Background: an optimization exercise with open tools, aiming at small area, a short achievable clock period and few clock cycles per item. Do not read the settings as production practice. Function was checked by simulation only, so behaviour that the tests miss may differ from the original.

File: flow/flow/run.sh
#!/bin/bash
# Standard layout, with timing repair aimed at a tighter period than the
# clock's (the constraints are unchanged), and a clock tree of larger sink
# clusters driven by smaller buffers, without dummy loads.
set -euo pipefail
bash standard.sh SETUP_SLACK_MARGIN=6.0 \
  "CTS_ARGS=-sink_clustering_enable -repair_clock_nets -dont_use_dummy_load -sink_clustering_size 30 -sink_clustering_max_diameter 100 -buf_list sky130_fd_sc_hd__clkbuf_16" \
  finish > orfs_flow.log 2>&1
File: flow/standard.sh
#!/bin/bash
# synth_recipe.tcl (not shown) runs the flow's synth.tcl, then flattens the netlist and writes it again
# the make line also repeats each setting of config.mk as NAME=value (left out here)
make -C /OpenROAD-flow-scripts/flow DESIGN_CONFIG=/design/flow/config.mk WORK_HOME=/design/flow/orfs CLKGATE_MAP_FILE= SYNTH_SCRIPT=/design/flow/synth_recipe.tcl "${@:-finish}"
File: flow/config.mk
export PLATFORM = sky130hd
export DESIGN_NAME = idct_top
export DESIGN_NICKNAME = idct_top
export VERILOG_FILES = /design/flow/design.v
export SDC_FILE = /design/flow/constraint.sdc
export NUM_CORES = 4
export LEC_CHECK = 0
export CAP_MARGIN = 20
export CORE_MARGIN = 2
export CORE_UTILIZATION = 40
export PLACE_DENSITY = 0.6
export SETUP_SLACK_MARGIN = 5
export SLEW_MARGIN = 20
export SYNTH_MEMORY_MAX_BITS = 8192
File: flow/constraint.sdc
create_clock -name core_clock -period 10.0 [get_ports {Clock}]
set_input_delay 2.0000 -clock core_clock [delete_from_list [all_inputs] [get_ports {Clock}]]
set_output_delay 2.0000 -clock core_clock [all_outputs]
set_load 0.01 [all_outputs]
File: flow/design.v
package idct_pkg;
	function automatic logic [1:0] lane(input logic [2:0] k, input logic [1:0] n);
		case ({k, n})
			5'd5, 5'd9, 5'd10, 5'd12, 5'd23, 5'd24, 5'd27, 5'd30: lane = 2'd1;
			5'd6, 5'd15, 5'd20, 5'd29: lane = 2'd2;
			5'd7, 5'd13, 5'd22, 5'd28: lane = 2'd3;
			default: lane = 2'd0;
		endcase
	endfunction
	function automatic logic cneg(input logic [2:0] k, input logic [1:0] n);
		case ({k, n})
			5'd10, 5'd11: cneg = 1'b1;
			5'd13, 5'd14, 5'd15: cneg = 1'b1;
			5'd17, 5'd18: cneg = 1'b1;
			5'd21: cneg = 1'b1;
			5'd25, 5'd27: cneg = 1'b1;
			5'd29, 5'd31: cneg = 1'b1;
			default: cneg = 1'b0;
		endcase
	endfunction
endpackage
`timescale 1ns/100ps
module idct_addsub #(
	parameter int W = 32
) (
	input logic [W-1:0] a,
	input logic [W-1:0] b,
	input logic sub,
	output logic [W-1:0] y
);
logic [W:0] t;
assign t = {a, 1'b1} + {b ^ {W{sub}}, sub};
assign y = t[W:1];
endmodule
`timescale 1ns/100ps
module idct_mcm #(
	parameter int IW = 16,
	parameter int OW = 28
) (
	input logic Clock,
	input logic signed [IW-1:0] x_in,
	input logic odd_in,      
	input logic zero4_in,    
	output logic [3:0][OW-1:0] p
);
localparam int W9 = IW + 4;
localparam int W11 = IW + 4;
localparam int W25 = IW + 5;
localparam int W35 = IW + 6;
localparam int W257 = (IW + 9 < OW) ? IW + 9 : OW;
logic signed [W9-1:0] x9;
logic signed [W11-1:0] x11;
logic signed [W25-1:0] x25;
logic signed [W35-1:0] x35;
logic signed [W257-1:0] x257;
logic odd, zero4;
always_ff @(posedge Clock) begin
	x9 <= (W9'(x_in) <<< 3) + W9'(x_in);
	x11 <= (W11'(x_in) <<< 4) - (W11'(x_in) <<< 2) - W11'(x_in);
	x25 <= (W25'(x_in) <<< 5) - (W25'(x_in) <<< 3) + W25'(x_in);
	x35 <= (W35'(x_in) <<< 5) + (W35'(x_in) <<< 2) - W35'(x_in);
	x257 <= (W257'(x_in) <<< 8) + W257'(x_in);
	odd <= odd_in;
	zero4 <= zero4_in;
end
logic [OW-1:0] e9, e11, e25, e35, e257;
assign e9 = OW'(x9);
assign e11 = OW'(x11);
assign e25 = OW'(x25);
assign e35 = OW'(x35);
assign e257 = OW'(x257);
logic [OW-1:0] l0_a, l0_b, l1_a, l1_b;
logic [OW-1:0] l0, l1, l2, l3;
assign l0_a = zero4 ? (e11 << 10) : (e11 << 8);
assign l0_b = odd ? e25 : (zero4 ? (e9 << 10) : (e35 << 2));
idct_addsub #(.W(OW)) as_l0 (.a(l0_a), .b(l0_b), .sub(!odd), .y(l0));
assign l1_a = odd ? (e257 << 3) : (e9 << 7);
assign l1_b = odd ? (e11 << 5) : (e11 << 2);
idct_addsub #(.W(OW)) as_l1 (.a(l1_a), .b(l1_b), .sub(!odd), .y(l1));
assign l2 = (e25 << 6) + e9;
assign l3 = (e9 << 6) - e11;
always_ff @(posedge Clock) begin
	p <= {l3, l2, l1, l0};
end
endmodule
`timescale 1ns/100ps
module idct_top #(
	parameter int ROW_PITCH = 320
) (
	input logic Clock,
	input logic Resetn,
	input logic start,
	input logic [17:0] in_base,
	input logic [17:0] out_base,
	input logic [15:0] sram_read_data,
	output logic [17:0] sram_address,
	output logic [15:0] sram_write_data,
	output logic sram_we_n,
	output logic busy,
	output logic finish
);
localparam logic [17:0] PIX_PITCH = 18'(ROW_PITCH / 2);
localparam logic [6:0] LAST = 7'd110;
logic start_d;
logic [6:0] cnt;           
logic [17:0] out_base_r;
logic go;
assign go = !busy && start && !start_d;
always_ff @(posedge Clock or negedge Resetn) begin
	if (!Resetn) begin
		start_d <= 1'b0;
		busy <= 1'b0;
		finish <= 1'b0;
		cnt <= '0;
	end else begin
		start_d <= start;
		finish <= 1'b0;
		if (go) begin
			busy <= 1'b1;
			cnt <= 7'd1;
		end else if (busy) begin
			cnt <= cnt + 7'd1;
			if (cnt == LAST) begin
				busy <= 1'b0;
				finish <= 1'b1;
			end
		end
	end
end
logic [2:0] n_mcm1, n_cnt, dr_n, k_ring, k_mcm2;
logic [4:0] m_tap;
assign n_mcm1 = 3'(cnt - 7'd3);          
assign n_cnt = 3'(cnt - 7'd5);           
assign dr_n = 3'(cnt - 7'd14);           
assign k_mcm2 = 3'((cnt - 7'd15) >> 3);  
assign k_ring = 3'((cnt - 7'd17) >> 3);  
assign m_tap = 5'(cnt - 7'd75);          
logic ra_odd, ra_zero4;       
logic ca_odd, ca_zero4;       
logic [3:0][1:0] r_sel;       
logic [3:0] r_neg;
logic r_first;
logic [3:0][1:0] r_sel_d;
logic [3:0] r_neg_d;
logic r_first_d;
logic hold_ld;                
logic [1:0] dr_i;             
logic dr_sub;
logic [3:0][1:0] c_sel;       
logic [3:0] c_neg;
logic c_first;
logic ring_v;
logic [3:0][1:0] c_sel_d;
logic [3:0] c_neg_d;
logic c_first_d;
logic ring_v_d;
logic tp_odd;                 
logic [1:0] tp_i;             
logic tp_sub;                 
logic tp_odd_d;
logic [1:0] tp_i_d;
logic tp_sub_d;
logic [17:0] addr_delta;
logic rd_step;                
logic wr_load;                
logic wr_step;                
logic we_next;                
function automatic logic [1:0] row_index(input logic [4:0] m);
	case ({m[4:3], m[0]})
		3'b000: row_index = 2'd0;
		3'b001: row_index = 2'd1;
		3'b010: row_index = 2'd3;
		3'b011: row_index = 2'd2;
		3'b100: row_index = 2'd2;
		3'b101: row_index = 2'd3;
		3'b110: row_index = 2'd1;
		default: row_index = 2'd0;
	endcase
endfunction
always_ff @(posedge Clock) begin
	ra_odd <= n_mcm1[0];
	ra_zero4 <= (n_mcm1[1:0] == 2'b00);
	ca_odd <= k_mcm2[0];
	ca_zero4 <= (k_mcm2[1:0] == 2'b00);
	for (int c = 0; c < 4; c++) begin
		r_sel[c] <= idct_pkg::lane(n_cnt, 2'(c));
		r_neg[c] <= idct_pkg::cneg(n_cnt, 2'(c));
		c_sel[c] <= idct_pkg::lane(k_ring, 2'(c));
		c_neg[c] <= idct_pkg::cneg(k_ring, 2'(c));
	end
	r_first <= (n_cnt == 3'd0) || (n_cnt == 3'd1);
	r_sel_d <= r_sel;
	r_neg_d <= r_neg;
	r_first_d <= r_first;
	dr_i <= dr_n[2] ? ~dr_n[1:0] : dr_n[1:0];
	dr_sub <= dr_n[2];
	c_sel_d <= c_sel;
	c_neg_d <= c_neg;
	c_first_d <= c_first;
	ring_v_d <= ring_v;
	tp_odd <= m_tap[0];
	tp_i <= row_index(m_tap);
	tp_sub <= m_tap[3];
	tp_odd_d <= tp_odd;
	tp_i_d <= tp_i;
	tp_sub_d <= tp_sub;
end
always_ff @(posedge Clock or negedge Resetn) begin
	if (!Resetn) begin
		hold_ld <= 1'b0;
		ring_v <= 1'b0;
		c_first <= 1'b0;
		rd_step <= 1'b0;
		wr_load <= 1'b0;
		wr_step <= 1'b0;
		we_next <= 1'b0;
		addr_delta <= '0;
	end else begin
		hold_ld <= busy && cnt >= 7'd13 && cnt <= 7'd69 && cnt[2:0] == 3'd5;
		ring_v <= busy && cnt >= 7'd17 && cnt <= 7'd80;
		c_first <= busy && cnt >= 7'd17 && cnt <= 7'd32;
		rd_step <= go || (busy && cnt <= 7'd62);
		wr_load <= busy && cnt == 7'd77;
		wr_step <= busy && cnt >= 7'd78 && cnt <= 7'd108;
		we_next <= busy && cnt >= 7'd77 && cnt <= 7'd108;
		if (go || (busy && cnt <= 7'd62)) begin
			addr_delta <= (go || cnt[2:0] != 3'd7) ? 18'd1 : 18'(ROW_PITCH - 7);
		end else begin
			if (cnt[0] == 1'b0) begin
				addr_delta <= PIX_PITCH;
			end else if (cnt[2:0] == 3'd5) begin
				addr_delta <= (cnt[4:3] == 2'b11) ? (18'd0 - 18'd3 * PIX_PITCH - 18'd3) :
					(18'd3 * PIX_PITCH - 18'd3);
			end else begin
				addr_delta <= 18'd1 - PIX_PITCH;
			end
		end
	end
end
always_ff @(posedge Clock or negedge Resetn) begin
	if (!Resetn) begin
		sram_address <= '0;
		sram_we_n <= 1'b1;
		out_base_r <= '0;
	end else begin
		sram_we_n <= !(busy && we_next);
		if (go) begin
			sram_address <= in_base;
			out_base_r <= out_base;
		end else if (wr_load) begin
			sram_address <= out_base_r;
		end else if (busy && (rd_step || wr_step)) begin
			sram_address <= sram_address + addr_delta;
		end
	end
end
logic signed [15:0] s_reg;
logic [3:0][27:0] lp1;
logic [3:0][12:0] lp1_hi_d;
always_ff @(posedge Clock) begin
	s_reg <= sram_read_data;
	for (int l = 0; l < 4; l++) begin
		lp1_hi_d[l] <= lp1[l][27:15];
	end
end
idct_mcm #(.IW(16), .OW(28)) mcm1 (
	.Clock(Clock),
	.x_in(s_reg),
	.odd_in(ra_odd),
	.zero4_in(ra_zero4),
	.p(lp1)
);
logic [3:0][29:0] acc1;    
logic [3:0][29:0] acc2;    
logic [3:0][29:0] ev_h;
logic [3:0][29:0] od_h;
for (genvar c = 0; c < 4; c++) begin : g_row
	logic [14:0] lo_a, lo_b;
	logic [15:0] lo_s;
	logic [14:0] hi_a, hi_b, hi_s;
	logic cy;
	assign lo_a = r_first ? 15'd0 : acc2[c][14:0];
	assign lo_b = lp1[r_sel[c]][14:0] ^ {15{r_neg[c]}};
	assign lo_s = {1'b0, lo_a} + {1'b0, lo_b} + 16'(r_neg[c]);
	assign hi_a = r_first_d ? 15'd0 : acc1[c][29:15];
	assign hi_b = 15'($signed(lp1_hi_d[r_sel_d[c]])) ^ {15{r_neg_d[c]}};
	assign hi_s = hi_a + hi_b + 15'(cy);
	always_ff @(posedge Clock) begin
		acc1[c] <= {acc2[c][29:15], lo_s[14:0]};
		cy <= lo_s[15];
		acc2[c] <= {hi_s, acc1[c][14:0]};
		if (hold_ld) begin
			ev_h[c] <= acc2[c];
			od_h[c] <= {hi_s, acc1[c][14:0]};
		end
	end
end
logic [30:0] dr_sum;
logic signed [22:0] t_reg;
idct_addsub #(.W(31)) as_drain (
	.a(31'($signed(ev_h[dr_i]))),
	.b(31'($signed(od_h[dr_i]))),
	.sub(dr_sub),
	.y(dr_sum)
);
always_ff @(posedge Clock) begin
	t_reg <= dr_sum[30:8];
end
logic [3:0][31:0] lp2;
logic [3:0][15:0] lp2_hi_d;
idct_mcm #(.IW(23), .OW(32)) mcm2 (
	.Clock(Clock),
	.x_in(t_reg),
	.odd_in(ca_odd),
	.zero4_in(ca_zero4),
	.p(lp2)
);
always_ff @(posedge Clock) begin
	for (int l = 0; l < 4; l++) begin
		lp2_hi_d[l] <= lp2[l][31:16];
	end
end
logic [15:0][3:0][31:0] ring;
for (genvar r = 0; r < 4; r++) begin : g_col
	logic [15:0] lo_a, lo_b;
	logic [16:0] lo_s;
	logic [15:0] hi_a, hi_b, hi_s;
	logic lo_cin, hi_cy;
	assign lo_a = c_first ? 16'd0 : ring[15][r][15:0];
	assign lo_b = ring_v ? (lp2[c_sel[r]][15:0] ^ {16{c_neg[r]}}) : 16'd0;
	assign lo_cin = ring_v && c_neg[r];
	assign lo_s = {1'b0, lo_a} + {1'b0, lo_b} + 17'(lo_cin);
	assign hi_a = c_first_d ? 16'd0 : ring[0][r][31:16];
	assign hi_b = ring_v_d ? (lp2_hi_d[c_sel_d[r]] ^ {16{c_neg_d[r]}}) : 16'd0;
	assign hi_s = hi_a + hi_b + 16'(hi_cy);
	always_ff @(posedge Clock) begin
		for (int i = 2; i < 16; i++) begin
			ring[i][r] <= ring[i-1][r];
		end
		ring[0][r] <= {ring[15][r][31:16], lo_s[15:0]};
		hi_cy <= lo_s[16];
		ring[1][r] <= {hi_s, ring[0][r][15:0]};
	end
end
logic [15:0] ae_l, be_l, ao_l, bo_l;
logic [15:0] ae_h, be_h, ao_h, bo_h;
logic [16:0] ce, co;
logic cy_e, cy_o;
logic [15:0] qh_e, qh_o;
assign ae_l = tp_odd ? ring[2][tp_i][15:0] : ring[1][tp_i][15:0];
assign be_l = tp_odd ? ring[10][tp_i][15:0] : ring[9][tp_i][15:0];
assign ao_l = tp_odd ? ring[1][tp_i][15:0] : ring[0][tp_i][15:0];
assign bo_l = tp_odd ? ring[9][tp_i][15:0] : ring[8][tp_i][15:0];
assign ce = {1'b0, ae_l} + {1'b0, be_l ^ {16{tp_sub}}} + 17'(tp_sub);
assign co = {1'b0, ao_l} + {1'b0, bo_l ^ {16{tp_sub}}} + 17'(tp_sub);
assign ae_h = tp_odd_d ? ring[3][tp_i_d][31:16] : ring[2][tp_i_d][31:16];
assign be_h = tp_odd_d ? ring[11][tp_i_d][31:16] : ring[10][tp_i_d][31:16];
assign ao_h = tp_odd_d ? ring[2][tp_i_d][31:16] : ring[1][tp_i_d][31:16];
assign bo_h = tp_odd_d ? ring[10][tp_i_d][31:16] : ring[9][tp_i_d][31:16];
always_ff @(posedge Clock) begin
	cy_e <= ce[16];
	cy_o <= co[16];
	qh_e <= ae_h + (be_h ^ {16{tp_sub_d}}) + 16'(cy_e);
	qh_o <= ao_h + (bo_h ^ {16{tp_sub_d}}) + 16'(cy_o);
end
function automatic logic [7:0] clip(input logic [15:0] q);
	if (q[15]) begin
		clip = 8'h00;
	end else if (|q[14:8]) begin
		clip = 8'hff;
	end else begin
		clip = q[7:0];
	end
endfunction
always_ff @(posedge Clock) begin
	sram_write_data <= {clip(qh_e), clip(qh_o)};
end
endmodule
==> impl_metrics.tcl, run 1 <==
set metrics [dict create \
    status "timing/DRC/antenna clean" \
    die_w_um 561 \
    multiInputGateArea_mm2 0.0526 \
    synthMuxAreaShare_pct 10.7 \
    yosysUniqueCellTypes 99 \
    synthFlopType "dfxtp_1" \
    yosys.area_share.adder_pct 9.83 \
    path_clk_slew_ns 0.10 \
    die_h_um 561 \
    drv_cap 0 \
    grt_max_degree 182 \
    postRouteWirelength_mm 277 \
    yosysWarningCount 3 \
    synth_top_family_by_area "multiplexers" \
    cp.depth 13 \
    fin_crit_sh_pct 38.9 \
    setup_viol 0 \
    min_delay_path_depth 0 \
    hold_violations 0 \
    worst_setup_path_start_kind "flip-flop" \
    core_area_mm2 0.309 \
    drv_slew 0 \
    io_buffers 91 \
    setup_tns_ns 0 \
    tritoncts "built" \
    antenna_found_initial 11 \
    synthArstFlopShare_pct 1.86 \
    ys_seq_area_share_pct 55.9 \
    layout_commonest_cell "dfxtp_1" \
    cts_hold_buf 0 \
    cp_max_fo 9 \
    r2r_slack_ns 6.11 \
    r2r-start "t_reg[4]$_DFF_P_" \
    synth-compound-area-share_pct 7.81 \
    syn_to_final_growth_pct 9.66 \
    dr.pass1.iters 5 \
    syn_area_mm2 0.124 \
    synth_seq_cells 3330 \
    die_area_mm2 0.315 \
    cp.required_ns 10.72 \
    yosys.area_share.simple_pct 7.33 \
    final_area_mm2 0.136 \
    timing.rr.end "mcm2.x35[28]$_DFF_P_" \
    path_cells "clkinvlp_4 > fa_1 > inv_1 > ha_1 > o21ai_0 > a21oi_1 > o21ai_2 > o31a_1 > o31ai_2 > a21oi_2 > o32ai_2 > or4_1 > o21ai_0" \
    crit_type "flip-flop to flip-flop" \
    track_usage_pct 17.2 \
    cp_slowest_cell "fa_1" \
    crit_buf_inv 2 \
    layout-drive-gt1-share_pct 12.7 \
    root_buffer "clkbuf_16" \
    cts_buffer_depth 4 \
    start_util_pct 40.2 \
    ant_nets 0 \
    fin_skew_ns 0.0825 \
    top_regs "ring (2048), mcm2.p (125)" \
    max_freq_ghz 0.257 \
    htreeDepth 4 \
    dp_hpwl_mm 203 \
    worst-slew-pin-transition_ns 1.19 \
    hold_end "ring[1576]$_DFF_P_" \
    dpl-instance-area_mm2 0.130 \
    drtIter0Drc 4011 \
    place_congestion 0.864 \
    fillers 28100 \
    clkLatencyLatePin_ns 0.88 \
    ioPinCount 92 \
    synth_xor_xnor_area_share_pct 6.04 \
    max_stage_delay_ns 0.58 \
    min_from "ring[1448]$_DFF_P_" \
    reg2reg_depth 13 \
    post_drt_wl_per_cell_um 19.4 \
    via_per_inst 4.98 \
    layout_common_cells "dfxtp_1 (2945), ha_1 (757), xnor2_1 (542)" \
    vias 70900 \
    row_count 204 \
    crit_family "compound AO/OA/AOI/OAI gates" \
    grt_pass1_wl_mm 426 \
    fin_util_pct 44.1 \
    drc_errors 0 \
    min_path_type "flip-flop to flip-flop" \
    numCtsBuffers 152 \
    grt_pass1_vias 73000 \
    synth_edf_count 240 \
    regMostFlops "ring" \
    rsz0062_at_grt "true" \
    endpoint_kind "flip-flop" \
    relSlewSlack_pct 20.7 \
    nets 11100 \
    crit_top_cell "o21ai_0" \
    avgSynthCellArea_um2 12.5 \
    syn_inst 9958 \
    overflow 0 \
    period_minus_slack_ns 3.89 \
    synth_nets 10900 \
    clock_sinks 3330 \
    worstPathArrival_ns 4.61 \
    largest_reg_flops 2048 \
    seqCellArea_mm2 0.0696 \
]
kinds of logic (layout without fill, tap and decap cells):
logic type,Yosys count,count (layout)
adder cells (fa/ha/maj),895,895
AND/OR/NAND/NOR,1826,1826
buffers and inverters,801,960
multiplexers,716,716
other,0,7
AO/OA/AOI/OAI,1534,1534
flip-flops,3330,3330
XOR/XNOR,856,856
final cells by class:
type / instances / share of cell area, %
Sequential cell: 3330 / 51.1
Multi-Input combinational cell: 5827 / 38.7
Tap cell: 4120 / 3.78
Clock buffer: 152 / 2.79
Timing Repair Buffer: 291 / 2.18
Inverter: 517 / 1.47
Antenna cell: 7 / 0.0129
stage by stage:
stage               instances  setup slack (ns)  hold WS [ns]
CTS                     14200              5.94         0.251
detailed placement      13900              4.97         0.312
floorplan                9958              6.00         0.310
global route            14200              5.85         0.254
finish                  14200              6.11         0.253
global placement        13900              4.98         0.310
routing by layer:
layer  wire, µm  track usage [%]
met4       7980             4.84
met2     133000             29.8
met5          0                0
met3       9250             1.87
met1     127000             22.9
cells in the mapped netlist (all sizes together), types with 134 or more instances:
| cell | count | share of area (%) |
|---|---|---|
| nor2 | 448 | 1.4 |
| inv | 515 | 1.6 |
| fa | 134 | 2.2 |
| dfxtp | 3028 | 49 |
| and2 | 151 | 0.76 |
| xnor2 | 546 | 3.9 |
| nand2 | 419 | 1.3 |
| mux2 | 139 | 1.3 |
| clkbuf | 199 | 0.60 |
| edfxtp | 240 | 5.8 |
| o21ai | 380 | 1.5 |
| a21o | 166 | 1.0 |
| nor2b | 338 | 1.7 |
| ha | 761 | 7.7 |
| xor2 | 310 | 2.2 |
| mux4 | 475 | 8.6 |
| a21oi | 466 | 1.9 |
how the worst max path moves through the flow:
| stage | from | endpoint | slack, ns |
|---|---|---|---|
| floorplan | c_sel[6]$_SDFF_PN0_ | g_col[3].hi_cy$_DFF_P_ | 6.00 |
| global placement | c_sel_d[2]$_DFF_P_ | ring[191]$_DFF_P_ | 4.98 |
| detailed placement | tp_i_d[0]$_DFF_P_ | qh_e[15]$_DFF_P_ | 4.97 |
| CTS | c_sel_d[2]$_DFF_P_ | ring[191]$_DFF_P_ | 5.94 |
| global route | c_sel_d[2]$_DFF_P_ | ring[191]$_DFF_P_ | 5.85 |
| finish | t_reg[4]$_DFF_P_ | mcm2.x35[28]$_DFF_P_ | 6.11 |
timing repair:
item | in CTS | in global routing
buffers inserted | 87 | 65
gates resized for setup | 229 | 194
cloned | 6 | 2
pin swaps | 21 | 65
setup endpoints to repair | 223 | 117
Testbench counts, summed over its fixed seeds: cycles 7,112, blocks 64.
==> inputs of run 2 (changes only) <==
==> flow/flow/run.sh (replaced) <==
#!/bin/bash
# Standard layout, with timing repair aimed at a tighter period than the
# clock's (the constraints are unchanged), and a clock tree of larger sink
# clusters driven by smaller buffers, without dummy loads.
set -euo pipefail
bash standard.sh SETUP_SLACK_MARGIN=6.0 \
  "CTS_ARGS=-sink_clustering_enable -repair_clock_nets -dont_use_dummy_load -sink_clustering_size 16 -sink_clustering_max_diameter 60 -buf_list sky130_fd_sc_hd__clkbuf_8" \
  finish > orfs_flow.log 2>&1
==> run 2 against run 1 <==
  * Critical endpoint is now mcm2.x35[26]$_DFF_P_
  * Register-to-register slack about the same
  * Global-route usage increased by 0.12 points
  * Largest cell class unchanged
  * Non-clock buffer count is 1 lower
  * Maximum frequency about the same
==> impl_metrics.tcl, run 2 <==
set metrics [dict create \
    io_buffers 91 \
    syn_to_final_growth_pct 9.73 \
    top_regs "ring (2048), mcm2.p (125)" \
    worst-slew-pin-transition_ns 1.15 \
    vias 71600 \
    crit_start "t_reg[4]$_DFF_P_" \
    synth_most_common_cell "dfxtp_1" \
    numCtsBuffers 285 \
    cp_max_fo 9 \
    endpoint "mcm2.x35[26]$_DFF_P_" \
    row_count 204 \
    antenna_found_initial 10 \
    r2r-start "t_reg[4]$_DFF_P_" \
    drv_slew 0 \
    period_minus_slack_ns 3.90 \
    htreeDepth 5 \
    post_drt_wl_per_cell_um 19.4 \
    drc_errors 0 \
    yosysUniqueCellTypes 99 \
    layout-drive-gt1-share_pct 13.8 \
    layout_commonest_cell "dfxtp_1" \
    synth_area_leaders "dfxtp_1 (49%), mux4_2 (8.6%), ha_1 (7.7%)" \
    hold_violations 0 \
    yosys.area_share.adder_pct 9.83 \
    root_buffer "clkbuf_8" \
    crit_type "flip-flop to flip-flop" \
    synth.top_cells.by_count "dfxtp_1 (3028), ha_1 (761), xnor2_1 (545), inv_1 (515), mux4_2 (475)" \
    ys_seq_area_share_pct 55.9 \
    setup_tns_ns 0 \
    path_clk_slew_ns 0.09 \
    worst_setup_path_start_kind "flip-flop" \
    grt_pass1_vias 74400 \
    synthFlopType "dfxtp_1" \
    endpoint_kind "flip-flop" \
    grt_pass1_wl_mm 429 \
    cp.required_ns 10.84 \
    yosys.area_share.simple_pct 7.33 \
    ant_nets 0 \
    setup_viol 0 \
    tritoncts "built" \
    die_area_mm2 0.315 \
    clkLatencyLatePin_ns 1.03 \
    start_util_pct 40.2 \
    min_path_type "flip-flop to flip-flop" \
    synth-compound-area-share_pct 7.81 \
    place_congestion 0.864 \
    nets 11200 \
    cts_buffer_depth 4 \
    relSlewSlack_pct 23.4 \
    fin_skew_ns 0.142 \
    synthArstFlopShare_pct 1.86 \
    drtIter0Drc 3755 \
    dp_hpwl_mm 203 \
    drv_cap 0 \
    layout_common_cells "dfxtp_1 (2946), ha_1 (756), xnor2_1 (540)" \
    regMostFlops "ring" \
    synth_nets 10900 \
    rsz0062_at_grt "true" \
    synthMuxAreaShare_pct 10.7 \
    synth_edf_count 240 \
    reg2reg_depth 13 \
    fin_crit_sh_pct 39.0 \
    die_h_um 561 \
    overflow 0 \
    track_usage_pct 17.4 \
    avgSynthCellArea_um2 12.5 \
    largest_reg_flops 2048 \
    syn_area_mm2 0.124 \
    synth_top_area_share_pct 48.8 \
    synth_seq_cells 3330 \
    synth_xor_xnor_area_share_pct 6.04 \
    dr.pass1.iters 5 \
    status "timing/DRC/antenna clean" \
    synth_top_family_by_area "multiplexers" \
    ioPinCount 92 \
    core_area_mm2 0.309 \
    die_w_um 561 \
    via_per_inst 4.98 \
    worstPathArrival_ns 4.74 \
    clock_sinks 3330 \
    postRouteWirelength_mm 279 \
    timing.rr.end "mcm2.x35[26]$_DFF_P_" \
    yosysWarningCount 3 \
    fin_util_pct 44.1 \
    syn_inst 9958 \
    synth_top_area_cell "dfxtp_1" \
    r2r_slack_ns 6.10 \
    holdWs_ns 0.173 \
    grt_max_degree 182 \
    max_freq_ghz 0.257 \
]
==> run 2: repair_timing <==
| item | in CTS | in global routing |
|---|---|---|
| hold buffers | 0 | 0 |
| setup endpoints to repair | 245 | 118 |
| pin swaps | 14 | 48 |
| resized for setup | 241 | 191 |
| gates cloned | 5 | 5 |
| buffers inserted | 75 | 74 |
==> run 2: area by class of cell <==
class	count	area (µm²)
Multi-Input combinational cell	5827	52600
Inverter	517	2000
Antenna cell	12	30.0
Timing Repair Buffer	290	2950
Sequential cell	3330	69600
Clock buffer	285	3920
Fill cell	28200	173000
Tap cell	4120	5150
==> run 2: worst min-delay path by stage <==
stage                            start                   to  slack [ns]  depth (start not counted)
finish              ring[1576]$_DFF_P_   ring[1704]$_DFF_P_        0.17                          0
detailed placement  ring[1799]$_DFF_P_   ring[1927]$_DFF_P_        0.31                          0
global placement     ring[755]$_DFF_P_    ring[883]$_DFF_P_        0.31                          0
global route        ring[1576]$_DFF_P_   ring[1704]$_DFF_P_        0.18                          0
CTS                 ring[1576]$_DFF_P_   ring[1704]$_DFF_P_        0.15                          0
floorplan           mcm1.p[15]$_DFF_P_  lp1_hi_d[0]$_DFF_P_        0.31                          0
==> run 2: routing by layer <==
layer / part of all wire [%] / GRT usage, % / up-vias
li1: - / - / 34900
met1: 46 / 22.8 / 34900
met2: 48 / 29.6 / 1264
met3: 3.2 / 1.92 / 512
met4: 3.5 / 6.15 / 0
met5: 0 / 0 / -
==> run 2: worst max-delay path: stages, from the launching register on <==
cell        delay [ns]
dfxtp_2           0.55
clkinvlp_4        0.36
fa_1              0.59
inv_1             0.05
ha_1              0.32
o21ai_0           0.08
a21oi_1           0.26
o21ai_2           0.14
o31a_1            0.38
o31ai_2           0.36
a21oi_2           0.13
o32ai_2           0.36
nor2_1            0.10
xnor2_1           0.13
==> run 2: stage by stage <==
stage          instance area [µm²]  setup slack [ns]  std cells
6_report                    136000              6.10      14400
5_1_grt                     136000              5.81      14400
4_1_cts                     135000              5.97      14300
3_5_place_dp                130000              4.97      13900
3_3_place_gp                130000              4.98      13900
2_1_floorplan               124000              6.00       9958
==> run 2: kinds of logic after synthesis <==
group,Yosys count
DFF,3330
buffers and inverters,801
muxes,716
adders and majority gates,895
and+or+nand+nor,1826
AOI/OAI and AO/OA,1534
xor gates and xnor gates,856
==> inputs of run 3 (changes only) <==
--- a/flow/config.mk
+++ b/flow/config.mk
@@ -7,8 +7,8 @@
 export LEC_CHECK = 0
 export CAP_MARGIN = 20
 export CORE_MARGIN = 2
-export CORE_UTILIZATION = 40
-export PLACE_DENSITY = 0.6
+export CORE_UTILIZATION = 55
+export PLACE_DENSITY = 0.7
 export SETUP_SLACK_MARGIN = 5
 export SLEW_MARGIN = 20
 export SYNTH_MEMORY_MAX_BITS = 8192
==> run 3 against run 2 <==
  * Still clean
  * Via count increased by 0.56%
  * Synthesized cell count unchanged
  * Sequential share of layout area increased by 0.57 points
  * Setup slack improved by 0.0024 ns
  * Critical path depth decreased by 12
  * Core utilization grew 16 points
  * Critical path type is now flip-flop to primary output
==> impl_metrics.tcl, run 3 <==
set metrics [dict create \
    status "timing/DRC/antenna clean" \
    track_usage_pct 23.0 \
    synth_edf_count 240 \
    grt_pass1_wl_mm 415 \
    yosysUniqueCellTypes 99 \
    r2r-start "r_sel_d[6]$_DFF_P_" \
    fin_skew_ns 0.115 \
    drc_errors 0 \
    yosys.area_share.adder_pct 9.83 \
    rsz0062_at_grt "true" \
    max_freq_ghz 0.257 \
    syn_to_final_growth_pct 8.55 \
    ys_seq_area_share_pct 55.9 \
    worstPathArrival_ns 1.89 \
    crit_family "buffers and inverters" \
    syn_inst 9958 \
    timing.rr.end "od_h[119]$_DFFE_PP_" \
    relSlewSlack_pct 29.8 \
    synth_top_area_share_pct 48.8 \
    io_buffers 91 \
    tritoncts "built" \
    synth_top_area_cell "dfxtp_1" \
    r2r_slack_ns 6.12 \
    post_drt_wl_per_cell_um 20.1 \
    yosysWarningCount 3 \
    max_stage_delay_ns 0.54 \
    die_h_um 479 \
    nets 11200 \
    root_buffer "clkbuf_8" \
    grt_max_degree 169 \
    worst_setup_path_start_kind "flip-flop" \
    synth-compound-area-share_pct 7.81 \
    synth_top_family_by_area "multiplexers" \
    worst-slew-pin-transition_ns 1.05 \
    min_delay_path_depth 0 \
    antenna_found_initial 10 \
    synth_most_common_cell "dfxtp_1" \
    synthArstFlopShare_pct 1.86 \
    grt_pass1_vias 74200 \
    synth.top_cells.by_count "dfxtp_1 (3028), ha_1 (761), xnor2_1 (545), inv_1 (515), mux4_2 (475)" \
    path_cells "clkdlybuf4s50_1" \
    setup_viol 0 \
    die_area_mm2 0.230 \
    crit_type "flip-flop to primary output" \
    postRouteWirelength_mm 266 \
    synth_area_leaders "dfxtp_1 (49%), mux4_2 (8.6%), ha_1 (7.7%)" \
    layout_commonest_cell "dfxtp_1" \
    path_clk_slew_ns 0.09 \
    core_area_mm2 0.225 \
    largest_reg_flops 2048 \
    layout-drive-gt1-share_pct 13.7 \
    synth_seq_cells 3330 \
    yosys.area_share.simple_pct 7.33 \
    regMostFlops "ring" \
    drv_slew 0 \
    fin_util_pct 60.0 \
    reg2reg_depth 16 \
    hold_end "ring[596]$_DFF_P_" \
    place_congestion 0.920 \
    hold_violations 0 \
    syn_area_mm2 0.124 \
    cp.required_ns 8.00 \
    synth_xor_xnor_area_share_pct 6.04 \
    endpoint_kind "primary output" \
    crit_buf_inv 1 \
    die_w_um 479 \
    synth_nets 10900 \
    dp_hpwl_mm 194 \
    layout_common_cells "dfxtp_1 (2947), ha_1 (760), xnor2_1 (541)" \
    drtIter0Drc 4064 \
    clkLatencyLatePin_ns 1.07 \
    ant_nets 0 \
    avgSynthCellArea_um2 12.5 \
    min_from "ring[468]$_DFF_P_" \
    drv_cap 0 \
    dr.pass1.iters 7 \
    cp_max_fo 2 \
    cp_slowest_cell "clkdlybuf4s50_1" \
    htreeDepth 5 \
    cts_buffer_depth 4 \
    cts_hold_buf 0 \
    clock_sinks 3330 \
    min_path_type "flip-flop to flip-flop" \
    crit_start "sram_address[13]$_DFFE_PN0P_" \
    synthFlopType "dfxtp_1" \
    period_minus_slack_ns 3.89 \
    via_per_inst 5.44 \
    synthMuxAreaShare_pct 10.7 \
    fin_crit_sh_pct 38.9 \
    row_count 174 \
    vias 72000 \
    overflow 0 \
    start_util_pct 55.3 \
    numCtsBuffers 283 \
    ioPinCount 92 \
    top_regs "ring (2048), mcm2.p (125)" \
    setup_tns_ns 0 \
]
-- run 3: cell counts after synthesis --
Identical to the previous run, type by type.
-- run 3: worst max path at each step --
stage / end / slack (ns) / depth (start not counted)
6_report: sram_address[13] / 6.11 / 1
3_3_place_gp: qh_e[14]$_DFF_P_ / 4.92 / 14
3_5_place_dp: ring[190]$_DFF_P_ / 4.85 / 17
5_1_grt: od_h[118]$_DFFE_PP_ / 5.96 / 14
2_1_floorplan: g_col[3].hi_cy$_DFF_P_ / 6.00 / 19
4_1_cts: mcm2.p[63]$_DFF_P_ / 5.87 / 14
-- run 3: per-stage QoR --
| stage | hold slack, ns | setup WS, ns | instances | area [µm²] |
|---|---|---|---|---|
| after floorplan | 0.310 | 6.00 | 9958 | 124000 |
| after global placement | 0.310 | 4.92 | 12800 | 128000 |
| after detailed placement | 0.312 | 4.85 | 12800 | 128000 |
| after CTS | 0.248 | 5.87 | 13200 | 133000 |
| after global routing | 0.270 | 5.96 | 13200 | 135000 |
| final | 0.248 | 6.11 | 13200 | 135000 |
-- run 3: what timing repair did --
action | in CTS | in global routing
buffers inserted | 78 | 74
gates resized for setup | 257 | 191
setup endpoints to repair | 269 | 116
pin swaps | 20 | 76
cloned | 6 | 4
-- run 3: cell type report --
cell class | instances | area (µm²)
sequential | 3330 | 69600
multi-input combinational | 5827 | 52600
tap | 2992 | 3740
fill | 17800 | 89900
timing repair buffer | 291 | 2960
antenna | 6 | 15.0
clock buffer | 283 | 3890
inverter | 517 | 2000
timing repair inverter | 1 | 5.00
-- run 3: cell families (layout without fill, tap and decap cells) --
kind of cell | Yosys count | in the layout
muxes | 716 | 716
adders and majority gates | 895 | 895
and+or+nand+nor | 1826 | 1826
AOI/OAI and AO/OA | 1534 | 1534
buffers and inverters | 801 | 1092
DFF | 3330 | 3330
xor gates and xnor gates | 856 | 856
other | 0 | 6
-- run 3: per-layer routing --
| metal | routed length, µm | GRT usage, % | share of wire [%] |
|---|---|---|---|
| met5 | 0 | 0 | 0 |
| met4 | 9890 | 8.10 | 3.7 |
| met3 | 9940 | 2.60 | 3.7 |
| met2 | 128000 | 39.2 | 48 |
| met1 | 118000 | 30.4 | 44 |
==> inputs of run 4 (changes only) <==
--- a/flow/design.v
+++ b/flow/design.v
@@ -100,7 +100,7 @@
 	output logic finish
 );
 localparam logic [17:0] PIX_PITCH = 18'(ROW_PITCH / 2);
-localparam logic [6:0] LAST = 7'd110;
+localparam logic [6:0] LAST = 7'd109;
 logic start_d;
 logic [6:0] cnt;           
 logic [17:0] out_base_r;
@@ -220,15 +220,15 @@
 		ring_v <= busy && cnt >= 7'd17 && cnt <= 7'd80;
 		c_first <= busy && cnt >= 7'd17 && cnt <= 7'd32;
 		rd_step <= go || (busy && cnt <= 7'd62);
-		wr_load <= busy && cnt == 7'd77;
-		wr_step <= busy && cnt >= 7'd78 && cnt <= 7'd108;
-		we_next <= busy && cnt >= 7'd77 && cnt <= 7'd108;
+		wr_load <= busy && cnt == 7'd76;
+		wr_step <= busy && cnt >= 7'd77 && cnt <= 7'd107;
+		we_next <= busy && cnt >= 7'd76 && cnt <= 7'd107;
 		if (go || (busy && cnt <= 7'd62)) begin
 			addr_delta <= (go || cnt[2:0] != 3'd7) ? 18'd1 : 18'(ROW_PITCH - 7);
 		end else begin
-			if (cnt[0] == 1'b0) begin
+			if (cnt[0] == 1'b1) begin
 				addr_delta <= PIX_PITCH;
-			end else if (cnt[2:0] == 3'd5) begin
+			end else if (cnt[2:0] == 3'd4) begin
 				addr_delta <= (cnt[4:3] == 2'b11) ? (18'd0 - 18'd3 * PIX_PITCH - 18'd3) :
 					(18'd3 * PIX_PITCH - 18'd3);
 			end else begin
@@ -307,7 +307,7 @@
 	t_reg <= dr_sum[30:8];
 end
 logic [3:0][31:0] lp2;
-logic [3:0][15:0] lp2_hi_d;
+logic [3:0][7:0] lp2_hi_d;
 idct_mcm #(.IW(23), .OW(32)) mcm2 (
 	.Clock(Clock),
 	.x_in(t_reg),
@@ -317,51 +317,54 @@
 );
 always_ff @(posedge Clock) begin
 	for (int l = 0; l < 4; l++) begin
-		lp2_hi_d[l] <= lp2[l][31:16];
+		lp2_hi_d[l] <= lp2[l][31:24];
 	end
 end
 logic [15:0][3:0][31:0] ring;
 for (genvar r = 0; r < 4; r++) begin : g_col
-	logic [15:0] lo_a, lo_b;
-	logic [16:0] lo_s;
-	logic [15:0] hi_a, hi_b, hi_s;
+	logic [23:0] lo_a, lo_b;
+	logic [24:0] lo_s;
+	logic [7:0] hi_a, hi_b, hi_s;
 	logic lo_cin, hi_cy;
-	assign lo_a = c_first ? 16'd0 : ring[15][r][15:0];
-	assign lo_b = ring_v ? (lp2[c_sel[r]][15:0] ^ {16{c_neg[r]}}) : 16'd0;
+	assign lo_a = c_first ? 24'd0 : ring[15][r][23:0];
+	assign lo_b = ring_v ? (lp2[c_sel[r]][23:0] ^ {24{c_neg[r]}}) : 24'd0;
 	assign lo_cin = ring_v && c_neg[r];
-	assign lo_s = {1'b0, lo_a} + {1'b0, lo_b} + 17'(lo_cin);
-	assign hi_a = c_first_d ? 16'd0 : ring[0][r][31:16];
-	assign hi_b = ring_v_d ? (lp2_hi_d[c_sel_d[r]] ^ {16{c_neg_d[r]}}) : 16'd0;
-	assign hi_s = hi_a + hi_b + 16'(hi_cy);
+	assign lo_s = {1'b0, lo_a} + {1'b0, lo_b} + 25'(lo_cin);
+	assign hi_a = c_first_d ? 8'd0 : ring[0][r][31:24];
+	assign hi_b = ring_v_d ? (lp2_hi_d[c_sel_d[r]] ^ {8{c_neg_d[r]}}) : 8'd0;
+	assign hi_s = hi_a + hi_b + 8'(hi_cy);
 	always_ff @(posedge Clock) begin
 		for (int i = 2; i < 16; i++) begin
 			ring[i][r] <= ring[i-1][r];
 		end
-		ring[0][r] <= {ring[15][r][31:16], lo_s[15:0]};
-		hi_cy <= lo_s[16];
-		ring[1][r] <= {hi_s, ring[0][r][15:0]};
+		ring[0][r] <= {ring[15][r][31:24], lo_s[23:0]};
+		hi_cy <= lo_s[24];
+		ring[1][r] <= {hi_s, ring[0][r][23:0]};
 	end
 end
-logic [15:0] ae_l, be_l, ao_l, bo_l;
-logic [15:0] ae_h, be_h, ao_h, bo_h;
-logic [16:0] ce, co;
+logic [23:0] ae_l, be_l, ao_l, bo_l;
+logic [7:0] ae_h, be_h, ao_h, bo_h;
+logic [24:0] ce, co;
 logic cy_e, cy_o;
-logic [15:0] qh_e, qh_o;
-assign ae_l = tp_odd ? ring[2][tp_i][15:0] : ring[1][tp_i][15:0];
-assign be_l = tp_odd ? ring[10][tp_i][15:0] : ring[9][tp_i][15:0];
-assign ao_l = tp_odd ? ring[1][tp_i][15:0] : ring[0][tp_i][15:0];
-assign bo_l = tp_odd ? ring[9][tp_i][15:0] : ring[8][tp_i][15:0];
-assign ce = {1'b0, ae_l} + {1'b0, be_l ^ {16{tp_sub}}} + 17'(tp_sub);
-assign co = {1'b0, ao_l} + {1'b0, bo_l ^ {16{tp_sub}}} + 17'(tp_sub);
-assign ae_h = tp_odd_d ? ring[3][tp_i_d][31:16] : ring[2][tp_i_d][31:16];
-assign be_h = tp_odd_d ? ring[11][tp_i_d][31:16] : ring[10][tp_i_d][31:16];
-assign ao_h = tp_odd_d ? ring[2][tp_i_d][31:16] : ring[1][tp_i_d][31:16];
-assign bo_h = tp_odd_d ? ring[10][tp_i_d][31:16] : ring[9][tp_i_d][31:16];
+logic [7:0] qm_e, qm_o;
+logic [7:0] qh_e, qh_o;
+assign ae_l = tp_odd ? ring[2][tp_i][23:0] : ring[1][tp_i][23:0];
+assign be_l = tp_odd ? ring[10][tp_i][23:0] : ring[9][tp_i][23:0];
+assign ao_l = tp_odd ? ring[1][tp_i][23:0] : ring[0][tp_i][23:0];
+assign bo_l = tp_odd ? ring[9][tp_i][23:0] : ring[8][tp_i][23:0];
+assign ce = {1'b0, ae_l} + {1'b0, be_l ^ {24{tp_sub}}} + 25'(tp_sub);
+assign co = {1'b0, ao_l} + {1'b0, bo_l ^ {24{tp_sub}}} + 25'(tp_sub);
+assign ae_h = tp_odd_d ? ring[3][tp_i_d][31:24] : ring[2][tp_i_d][31:24];
+assign be_h = tp_odd_d ? ring[11][tp_i_d][31:24] : ring[10][tp_i_d][31:24];
+assign ao_h = tp_odd_d ? ring[2][tp_i_d][31:24] : ring[1][tp_i_d][31:24];
+assign bo_h = tp_odd_d ? ring[10][tp_i_d][31:24] : ring[9][tp_i_d][31:24];
+assign qh_e = ae_h + (be_h ^ {8{tp_sub_d}}) + 8'(cy_e);
+assign qh_o = ao_h + (bo_h ^ {8{tp_sub_d}}) + 8'(cy_o);
 always_ff @(posedge Clock) begin
-	cy_e <= ce[16];
-	cy_o <= co[16];
-	qh_e <= ae_h + (be_h ^ {16{tp_sub_d}}) + 16'(cy_e);
-	qh_o <= ao_h + (bo_h ^ {16{tp_sub_d}}) + 16'(cy_o);
+	cy_e <= ce[24];
+	cy_o <= co[24];
+	qm_e <= ce[23:16];
+	qm_o <= co[23:16];
 end
 function automatic logic [7:0] clip(input logic [15:0] q);
 	if (q[15]) begin
@@ -373,6 +376,6 @@
 	end
 endfunction
 always_ff @(posedge Clock) begin
-	sram_write_data <= {clip(qh_e), clip(qh_o)};
+	sram_write_data <= {clip({qh_e, qm_e}), clip({qh_o, qm_o})};
 end
 endmodule
==> flow/flow/run.sh (replaced) <==
#!/bin/bash
# Standard layout, with timing repair aimed at a tighter period than the
# clock's (the constraints are unchanged), and a clock tree of larger sink
# clusters driven by smaller buffers, without dummy loads.
set -euo pipefail
bash standard.sh SETUP_SLACK_MARGIN=6.2 \
  "CTS_ARGS=-sink_clustering_enable -repair_clock_nets -dont_use_dummy_load -sink_clustering_size 64 -buf_list {sky130_fd_sc_hd__clkbuf_4 sky130_fd_sc_hd__clkbuf_8}" \
  finish > orfs_flow.log 2>&1
--- a/flow/config.mk
+++ b/flow/config.mk
@@ -7,8 +7,8 @@
 export LEC_CHECK = 0
 export CAP_MARGIN = 20
 export CORE_MARGIN = 2
-export CORE_UTILIZATION = 55
-export PLACE_DENSITY = 0.7
+export CORE_UTILIZATION = 40
+export PLACE_DENSITY = 0.6
 export SETUP_SLACK_MARGIN = 5
 export SLEW_MARGIN = 20
 export SYNTH_MEMORY_MAX_BITS = 8192
==> run 4 against run 3 <==
  * Still clean on timing, DRC and antenna
  * Die area is 38% higher
  * Worst hold slack got worse by 0.018 ns
  * Sequential share of layout area fell by 3.6 points
  * Maximum frequency down 1.7%
  * Setup slack worse by 0.068 ns
  * Critical path type is now flip-flop to flip-flop
  * Highest routed layer is now met5
==> impl_metrics.tcl, run 4 <==
set metrics [dict create \
    status "timing/DRC/antenna clean" \
    synth_edf_count 240 \
    min_path_type "flip-flop to flip-flop" \
    synth.top_cells.by_count "dfxtp_1 (2981), ha_1 (760), nand2_1 (589), xnor2_1 (516), mux4_2 (470)" \
    start_util_pct 40.1 \
    dp_hpwl_mm 215 \
    synth_area_leaders "dfxtp_1 (48%), mux4_2 (8.5%), ha_1 (7.6%)" \
    row_count 205 \
    worst_setup_path_start_kind "flip-flop" \
    synth_seq_cells 3283 \
    cp.required_ns 10.96 \
    fin_ws_ns 6.04 \
    die_area_mm2 0.317 \
    numCtsBuffers 529 \
    avgSynthCellArea_um2 12.2 \
    r2r_slack_ns 6.04 \
    drv_slew 0 \
    r2r-start "tp_i[0]$_SDFF_PN0_" \
    drv_cap 0 \
    cp_max_fo 7 \
    synth_top_area_cell "dfxtp_1" \
    setup_viol 0 \
    die_w_um 563 \
    io_buffers 91 \
    max_freq_ghz 0.252 \
    setup_tns_ns 0 \
    regMostFlops "ring" \
    layout-drive-gt1-share_pct 17.4 \
    ys_seq_area_share_pct 54.8 \
    seqCellArea_mm2 0.0687 \
    fin_cells 15000 \
    nets 11900 \
    endpoint "cy_e$_DFF_P_" \
    vias 76700 \
    rsz0062_at_grt "true" \
    worst-slew-pin-transition_ns 1.11 \
    tritoncts "built" \
    synthArstFlopShare_pct 1.89 \
    drc_errors 0 \
    syn_to_final_growth_pct 14.4 \
    syn_area_mm2 0.125 \
    yosysWarningCount 3 \
    synth_most_common_cell "dfxtp_1" \
    grt_pass1_vias 80000 \
    multiInputGateArea_mm2 0.0551 \
    place_congestion 0.893 \
    endpoint_kind "flip-flop" \
    pre_cts_ws_ns 4.18 \
    layout_common_cells "dfxtp_1 (2913), ha_1 (733), nand2_1 (587)" \
    relSlewSlack_pct 25.8 \
    root_buffer "clkbuf_8" \
    antenna_found_initial 14 \
    period_minus_slack_ns 3.96 \
    dr.pass1.iters 5 \
    crit_start "tp_i[0]$_SDFF_PN0_" \
    yosysUniqueCellTypes 92 \
    layout_commonest_cell "dfxtp_1" \
    htreeDepth 6 \
    top_regs "ring (2048), mcm2.p (125)" \
    via_per_inst 5.10 \
    syn_inst 10200 \
    fillers 27900 \
    die_h_um 563 \
    ioPinCount 92 \
    cts_buffer_depth 4 \
    track_usage_pct 18.8 \
    largest_reg_flops 2048 \
    clkLatencyLatePin_ns 1.14 \
    postRouteWirelength_mm 306 \
    crit_type "flip-flop to flip-flop" \
    synthFlopType "dfxtp_1" \
    post_drt_wl_per_cell_um 20.3 \
    fin_crit_sh_pct 39.6 \
    synth_top_area_share_pct 47.8 \
    holdWs_ns 0.229 \
    clock_sinks 3283 \
    grt_pass1_wl_mm 466 \
    drtIter0Drc 4234 \
    synth_nets 11200 \
    hold_violations 0 \
    dp_cells 14200 \
    worstPathArrival_ns 4.92 \
    ant_nets 0 \
    core_area_mm2 0.311 \
    path_clk_slew_ns 0.06 \
    timing.rr.end "cy_e$_DFF_P_" \
    fin_skew_ns 0.171 \
    grt_max_degree 170 \
    overflow 0 \
    reg2reg_depth 15 \
]
-- run 4: cell count changes after synthesis, moves of 26 or more --
cell and change:
nand2_1 +170, nand3_1 +32, dfxtp_1 -47, xnor2_1 -29, xor2_1 +38, mux2_2 -34
nor3_1 +33, a21oi_1 -29, and3_1 +28, o21bai_1 -26, inv_1 -58
-- run 4: kinds of logic (layout without fill, tap and decap cells) --
logic type / after synthesis / in the layout / share of synthesized area [%]
AOI/OAI and AO/OA: 1593 / 1593 / 8.25
xor gates and xnor gates: 864 / 864 / 6.06
adders and majority gates: 894 / 894 / 9.77
buffers and inverters: 752 / 1435 / 2.28
DFF: 3283 / 3283 / 54.8
muxes: 683 / 683 / 10.3
other: 0 / 5 / 0
and+or+nand+nor: 2148 / 2148 / 8.53
-- run 4: critical path: stages (launching register included) --
cell and delay (ns):
dfxtp_4 0.41, buf_12 0.16, buf_4 0.12, mux4_2 0.50, mux2i_1 0.18, xnor2_1 0.17, ha_1 0.29, nand2_2 0.13
o2111ai_4 0.13, o41ai_4 0.59, nor3_4 0.14, and3b_2 0.27, nor2_4 0.18, a211oi_4 0.12, a311o_1 0.32, a21o_1 0.16
-- run 4: timing repair --
item | CTS | global route
cloned | 19 | 6
resized for setup | 455 | 208
hold buffers | 0 | 0
setup buffers | 168 | 115
pin swaps | 59 | 89
setup endpoints to repair | 342 | 152
-- run 4: routing by layer --
| layer | vias up | GRT usage [%] | part of all wire, % |
|---|---|---|---|
| met1 | 37500 | 24.9 | 45 |
| met2 | 1646 | 31.5 | 48 |
| met4 | 2 | 6.35 | 3.0 |
| met3 | 556 | 2.73 | 4.1 |
| li1 | 36900 | - | - |
| met5 | - | 0 | 0.0043 |
-- run 4: area by class of cell --
cell class	instances	share of cell area, %
well taps	4140	3.63
repair buffers	445	3.34
flip-flops and latches	3283	48.1
inverters	461	1.28
multi-input cells	6182	38.6
clock buffers	529	5.10
diodes	5	0.00876
-- run 4: how the worst min path moves through the flow --
stage,from,cells past startpoint,endpoint
floorplan,mcm1.p[15]$_DFF_P_,0,lp1_hi_d[0]$_DFF_P_
finish,ring[576]$_DFF_P_,0,ring[704]$_DFF_P_
CTS,ring[899]$_DFF_P_,0,ring[1027]$_DFF_P_
global route,ring[576]$_DFF_P_,0,ring[704]$_DFF_P_
global placement,ring[742]$_DFF_P_,0,ring[870]$_DFF_P_
detailed placement,ring[2047]$_DFF_P_,0,ring[127]$_DFF_P_
-- run 4: metrics by stage --
stage | area [µm²] | util, %
after floorplan | 125000 | -
after global placement | 130000 | 41.9
after detailed placement | 130000 | 41.9
after CTS | 141000 | 45.3
after global routing | 143000 | 45.9
final | 143000 | 45.9
Testbench counts of run 4, summed over its fixed seeds: cycles 7,048, blocks 64.
==> inputs of run 5 (changes only) <==
==> flow/flow/run.sh (replaced) <==
#!/bin/bash
# Standard layout, with timing repair aimed at a tighter period than the
# clock's (the constraints are unchanged), and a clock tree of larger sink
# clusters driven by smaller buffers, without dummy loads.
set -euo pipefail
bash standard.sh SETUP_SLACK_MARGIN=6.0 \
  "CTS_ARGS=-sink_clustering_enable -repair_clock_nets -dont_use_dummy_load -sink_clustering_size 40 -buf_list {sky130_fd_sc_hd__clkbuf_4 sky130_fd_sc_hd__clkbuf_8}" \
  finish > orfs_flow.log 2>&1
--- a/flow/config.mk
+++ b/flow/config.mk
@@ -5,6 +5,7 @@
 export SDC_FILE = /design/flow/constraint.sdc
 export NUM_CORES = 4
 export LEC_CHECK = 0
+export ABC_AREA = 1
 export CAP_MARGIN = 20
 export CORE_MARGIN = 2
 export CORE_UTILIZATION = 40
==> run 5 against run 4 <==
  * Still clean on timing, DRC and antenna
  * Sequential cell count is the same
  * Non-clock buffer count decreased by 231
  * Register-to-register slack better by 0.13 ns
  * Clock-buffer cell count down 1
  * Critical path type is now flip-flop to primary output
==> impl_metrics.tcl, run 5 <==
set metrics [dict create \
    dr.pass1.iters 8 \
    layout_commonest_cell "dfxtp_1" \
    cts_hold_buf 0 \
    layout-drive-gt1-share_pct 5.58 \
    via_per_inst 5.13 \
    dp_cells 18400 \
    grt_pass1_wl_mm 564 \
    row_count 209 \
    numCtsBuffers 528 \
    root_buffer "clkbuf_8" \
    die_area_mm2 0.331 \
    pre_cts_ws_ns 5.50 \
    layout_common_cells "dfxtp_1 (2955), nand2_1 (2134), nor2_1 (1617)" \
    largest_reg_flops 2048 \
    core_area_mm2 0.324 \
    dpl-instance-area_mm2 0.136 \
    regMostFlops "ring" \
    max_stage_delay_ns 0.44 \
    synth_area_leaders "dfxtp_1 (46%), ha_1 (7.3%), nand2_1 (6.1%)" \
    synth_nets 15300 \
    path_clk_slew_ns 0.06 \
    crit_start "sram_address[2]$_DFFE_PN0P_" \
    final_area_mm2 0.144 \
    postRouteWirelength_mm 376 \
    fin_ws_ns 6.16 \
    max_freq_ghz 0.261 \
    setup_viol 0 \
    start_util_pct 40.2 \
    cts_buffer_depth 4 \
    track_usage_pct 22.0 \
    cp_max_fo 3 \
    fin_skew_ns 0.138 \
    status "timing/DRC/antenna clean" \
    synth.top_cells.by_count "dfxtp_1 (2981), nand2_1 (2134), nor2_1 (1617), o21ai_0 (1317), inv_1 (1262)" \
    drv_cap 0 \
    grt_pass1_vias 94200 \
    grt_max_degree 165 \
    overflow 0 \
    die_h_um 575 \
    r2r-start "c_sel[3]$_SDFF_PN0_" \
    antenna_found_initial 11 \
    r2r_slack_ns 6.17 \
    htreeDepth 6 \
    period_minus_slack_ns 3.84 \
    drtIter0Drc 8342 \
    endpoint_kind "primary output" \
    nets 15600 \
    min_path_type "flip-flop to flip-flop" \
    worst-slew-pin-transition_ns 1.01 \
    ys_seq_area_share_pct 52.5 \
    top_regs "ring (2048), mcm2.p (125)" \
    fin_cells 19000 \
    synth_top_area_cell "dfxtp_1" \
    cp.required_ns 8.00 \
    crit_family "flip-flops" \
    min_from "ring[1887]$_DFF_P_" \
    place_congestion 0.967 \
    rsz0062_at_grt "true" \
    syn_to_final_growth_pct 10.2 \
    clkLatencyLatePin_ns 1.14 \
    fin_crit_sh_pct 38.4 \
    fillers 31500 \
    yosysUniqueCellTypes 71 \
    tritoncts "built" \
    synth_edf_count 240 \
    relSlewSlack_pct 32.6 \
    drc_errors 0 \
    syn_area_mm2 0.130 \
    synth_most_common_cell "dfxtp_1" \
    worst_setup_path_start_kind "flip-flop" \
    hold_violations 0 \
    seqCellArea_mm2 0.0685 \
    worstPathArrival_ns 1.84 \
    setup_tns_ns 0 \
    crit_type "flip-flop to primary output" \
    synth_seq_cells 3283 \
    avgSynthCellArea_um2 9.07 \
    synthArstFlopShare_pct 1.89 \
    post_drt_wl_per_cell_um 19.8 \
    crit_buf_inv 1 \
    io_buffers 91 \
    synth_top_area_share_pct 45.7 \
    dp_hpwl_mm 283 \
    path_cells "dlygate4sd2_1" \
    syn_inst 14400 \
    vias 97500 \
    ant_nets 0 \
    die_w_um 575 \
    synthFlopType "dfxtp_1" \
    ioPinCount 92 \
    clock_sinks 3283 \
    multiInputGateArea_mm2 0.0555 \
    cp_slowest_cell "dfrtp_2" \
    drv_slew 0 \
    yosysWarningCount 3 \
]
==> run 5: what timing repair did <==
action,in CTS,in global routing
resized for setup,81,78
pin swaps,3,0
cloned,3,4
buffers inserted,11,9
endpoints found under the setup margin,98,120
==> run 5: metal layers <==
metal | track usage (%) | share of wire [%] | vias up
met5 | 0 | 0.080 | -
met4 | 8.05 | 3.7 | 6
met3 | 2.92 | 5.6 | 676
met2 | 36.2 | 46 | 3130
met1 | 29.4 | 45 | 45600
li1 | - | - | 48000
==> run 5: final cells by class <==
class                   instances  share of cell area [%]
multi-input cells            9351                    38.6
repair inverters                5                  0.0235
repair buffers                214                    1.44
diodes                         12                  0.0209
well taps                    4325                    3.76
clock buffers                 528                    5.05
flip-flops and latches       3283                    47.6
inverters                    1294                    3.43
==> run 5: final timing paths <==
check / endpoint / cells after the start
min reg2reg: ring[2015]$_DFF_P_ / 0
max in group asynchronous: c_first$_DFF_PN0_ / 1
max reg2reg: ring[50]$_DFF_P_ / 18
max: sram_address[2] / 1
min: ring[2015]$_DFF_P_ / 0
min in group asynchronous: out_base_r[7]$_DFFE_PN0P_ / 1
==> run 5: per-stage QoR <==
step / hold slack, ns / utilization [%]
2_1_floorplan: 0.310 / -
3_3_place_gp: 0.310 / 41.9
3_5_place_dp: 0.312 / 41.9
4_1_cts: 0.214 / 44.2
5_1_grt: 0.217 / 44.3
6_report: 0.220 / 44.3
==> run 5: cell families (layout without fill, tap and decap cells) <==
kind of cell / count (synthesis) / in the layout / share of synthesized area, %
buffers and inverters: 1745 / 2041 / 5.08
other: 0 / 12 / 0
muxes: 1 / 1 / 0.00767
adders and majority gates: 894 / 894 / 9.34
AOI/OAI and AO/OA: 3234 / 3234 / 13.8
xor gates and xnor gates: 902 / 902 / 6.07
and+or+nand+nor: 4320 / 4320 / 13.2
DFF: 3283 / 3283 / 52.5
==> inputs of run 6 (changes only) <==
--- a/flow/config.mk
+++ b/flow/config.mk
@@ -5,7 +5,6 @@
 export SDC_FILE = /design/flow/constraint.sdc
 export NUM_CORES = 4
 export LEC_CHECK = 0
-export ABC_AREA = 1
 export CAP_MARGIN = 20
 export CORE_MARGIN = 2
 export CORE_UTILIZATION = 40
==> run 6 against run 5 <==
  * Still clean
  * Worst hold slack improved by 0.033 ns
  * Core utilization is 1.1 points higher
  * Global-route usage shrank 3.5 points
  * Die area decreased by 4.3%
  * Sequential cell count unchanged
  * Register-to-register slack got worse by 0.24 ns
  * Cell count decreased by 21%
  * Cell area shrank 1.8%
  * Largest cell class unchanged
==> impl_metrics.tcl, run 6 <==
set metrics [dict create \
    dpl-instance-area_mm2 0.130 \
    via_per_inst 5.08 \
    tritoncts "built" \
    dp_cells 14200 \
    yosysUniqueCellTypes 92 \
    worstPathArrival_ns 5.10 \
    yosysWarningCount 3 \
    dp_hpwl_mm 214 \
    path_clk_slew_ns 0.06 \
    postRouteWirelength_mm 299 \
    place_congestion 0.889 \
    pre_cts_ws_ns 3.72 \
    setup_viol 0 \
    crit_type "flip-flop to flip-flop" \
    track_usage_pct 18.4 \
    synth_area_leaders "dfxtp_1 (48%), mux4_2 (8.5%), ha_1 (7.6%)" \
    regMostFlops "ring" \
    synth.top_cells.by_count "dfxtp_1 (2981), ha_1 (760), nand2_1 (589), xnor2_1 (516), mux4_2 (470)" \
    status "timing/DRC/antenna clean" \
    die_area_mm2 0.317 \
    fin_ws_ns 5.93 \
    synth_most_common_cell "dfxtp_1" \
    synth_edf_count 240 \
    grt_pass1_vias 79200 \
    holdWs_ns 0.253 \
    clkLatencyLatePin_ns 1.16 \
    cp_max_fo 6 \
    drtIter0Drc 4093 \
    vias 76000 \
    fin_crit_sh_pct 40.7 \
    synthFlopType "dfxtp_1" \
    overflow 0 \
    fillers 28000 \
    syn_inst 10200 \
    post_drt_wl_per_cell_um 20.0 \
    relSlewSlack_pct 29.5 \
    numCtsBuffers 531 \
    largest_reg_flops 2048 \
    row_count 205 \
    min_path_type "flip-flop to flip-flop" \
    antenna_found_initial 9 \
    clock_sinks 3283 \
    drv_cap 0 \
    rsz0062_at_grt "true" \
    final_area_mm2 0.141 \
    drv_slew 0 \
    setup_tns_ns 0 \
    core_area_mm2 0.311 \
    htreeDepth 6 \
    cp.required_ns 11.03 \
    synth_seq_cells 3283 \
    ant_nets 0 \
    layout-drive-gt1-share_pct 15.7 \
    start_util_pct 40.1 \
    die_h_um 563 \
    layout_commonest_cell "dfxtp_1" \
    cts_buffer_depth 4 \
    syn_area_mm2 0.125 \
    ioPinCount 92 \
    die_w_um 563 \
    max_freq_ghz 0.246 \
    dr.pass1.iters 6 \
    grt_pass1_wl_mm 457 \
    worst-slew-pin-transition_ns 1.06 \
    fin_skew_ns 0.149 \
    worst_setup_path_start_kind "flip-flop" \
    synth_top_area_share_pct 47.8 \
    period_minus_slack_ns 4.07 \
    cts_hold_buf 0 \
    root_buffer "clkbuf_8" \
    fin_cells 14900 \
    hold_violations 0 \
    layout_common_cells "dfxtp_1 (2916), ha_1 (744), nand2_1 (587)" \
    endpoint_kind "flip-flop" \
    io_buffers 91 \
    ys_seq_area_share_pct 54.8 \
    drc_errors 0 \
    synthArstFlopShare_pct 1.89 \
    top_regs "ring (2048), mcm2.p (125)" \
    fin_util_pct 45.4 \
    syn_to_final_growth_pct 13.2 \
    avgSynthCellArea_um2 12.2 \
    grt_max_degree 169 \
    synth_nets 11200 \
    synth_top_area_cell "dfxtp_1" \
    nets 11800 \
]
==> run 6: changes by cell type after synthesis, moves of 340 or more <==
cell	before	now
xor2_1	724	348
xnor2_1	176	516
o21ai_0	1317	363
a21oi_1	990	436
nand2_1	2134	589
mux4_2	0	470
inv_1	1262	457
nor2_1	1617	455
==> run 6: layout make-up <==
cell class | count | area [µm²] | area share [%]
Antenna cell | 6 | 15.0 | 0.0106
Clock buffer | 531 | 7310 | 5.17
Inverter | 461 | 1800 | 1.27
Multi-Input combinational cell | 6182 | 54600 | 38.7
Sequential cell | 3283 | 68600 | 48.6
Tap cell | 4140 | 5180 | 3.67
Timing Repair Buffer | 343 | 3730 | 2.64
==> run 6: repair_timing <==
action / 4_1_cts / 5_1_grt
pin swaps: 41 / 53
resized for setup: 285 / 165
gates cloned: 12 / 2
endpoints found under the setup margin: 270 / 120
setup buffers: 112 / 79
==> run 6: final timing paths <==
kind	end	startpoint	slack, ns	cells after the start
max	qm_e[7]$_DFF_P_	tp_i[0]$_SDFF_PN0_	5.93	18
min	ring[772]$_DFF_P_	ring[644]$_DFF_P_	0.25	0
max reg2reg	qm_e[7]$_DFF_P_	tp_i[0]$_SDFF_PN0_	5.93	18
min reg2reg	ring[772]$_DFF_P_	ring[644]$_DFF_P_	0.25	0
max in group asynchronous	c_first$_DFF_PN0_	Resetn	8.28	1
min in group asynchronous	out_base_r[3]$_DFFE_PN0P_	Resetn	1.04	1
==> run 6: cells by family (layout without fill, tap and decap cells) <==
logic type / after synthesis / after routing / share of synthesized area [%]
DFF: 3283 / 3283 / 54.8
and+or+nand+nor: 2148 / 2148 / 8.53
AOI/OAI and AO/OA: 1593 / 1593 / 8.25
adders and majority gates: 894 / 894 / 9.77
xor gates and xnor gates: 864 / 864 / 6.06
buffers and inverters: 752 / 1335 / 2.28
muxes: 683 / 683 / 10.3
other: 0 / 6 / 0
==> run 6: layer usage <==
layer	vias to the layer above	GRT usage [%]	routed length [µm]
met2	1660	31.0	141000
met4	4	5.49	8140
li1	36700	-	-
met1	37100	24.6	137000
met5	-	0	24
met3	525	2.66	12200
==> run 6: critical path: stages (launching register included) <==
cell and delay [ns]:
dfxtp_4 0.36, buf_12 0.13, buf_12 0.12, buf_16 0.14, mux4_2 0.49, mux2i_1 0.18
xnor2_1 0.09, ha_2 0.45, nand2_2 0.11, buf_6 0.13, o211ai_1 0.12, nor4_2 0.09
buf_4 0.18, nor3_4 0.29, and3b_2 0.28, nor2_4 0.06, a211oi_4 0.37, a311o_1 0.27
xor2_1 0.16

[port drivers added, routing unchanged]
No port has a modelled driver above. Below, the same layouts with a new extraction and two added sets of constraints. Step 1 (the two cells are an assumption about what drives the block):
set clk [get_ports {Clock}]
set_driving_cell -lib_cell sky130_fd_sc_hd__clkbuf_16 $clk
set_driving_cell -lib_cell sky130_fd_sc_hd__buf_2 [delete_from_list [all_inputs] $clk]
Step 2 adds t to the input delays and takes it off the output delays; t is the mean of the earliest and latest rising clock arrival at the registers after step 1. Input paths then give back, and output paths get back, about the clock's delay inside the block. a / b / c = ideal ports / drivers / drivers and shift; a / b = the first two.
run | t, ns | setup WS [ns] | worst register clock-pin slew, ns
run 1 | 0.919 | 6.107 / 6.011 / 5.940 | 0.11 / 0.11
run 2 | 1.047 | 6.104 / 6.052 / 5.917 | 0.11 / 0.11
run 3 | 1.103 | 6.106 / 6.020 / 6.029 | 0.10 / 0.10
run 4 | 1.151 | 6.039 / 6.039 / 5.402 | 0.07 / 0.07
run 5 | 1.175 | 6.161 / 6.068 / 5.742 | 0.07 / 0.07
run 6 | 1.170 | 5.932 / 5.932 / 5.641 | 0.07 / 0.07
After both steps every run listed still meets setup and hold. For run 4, which loses most, drivers alone change the setup slack by 0.000 ns; drivers and shift together by -0.637 ns.
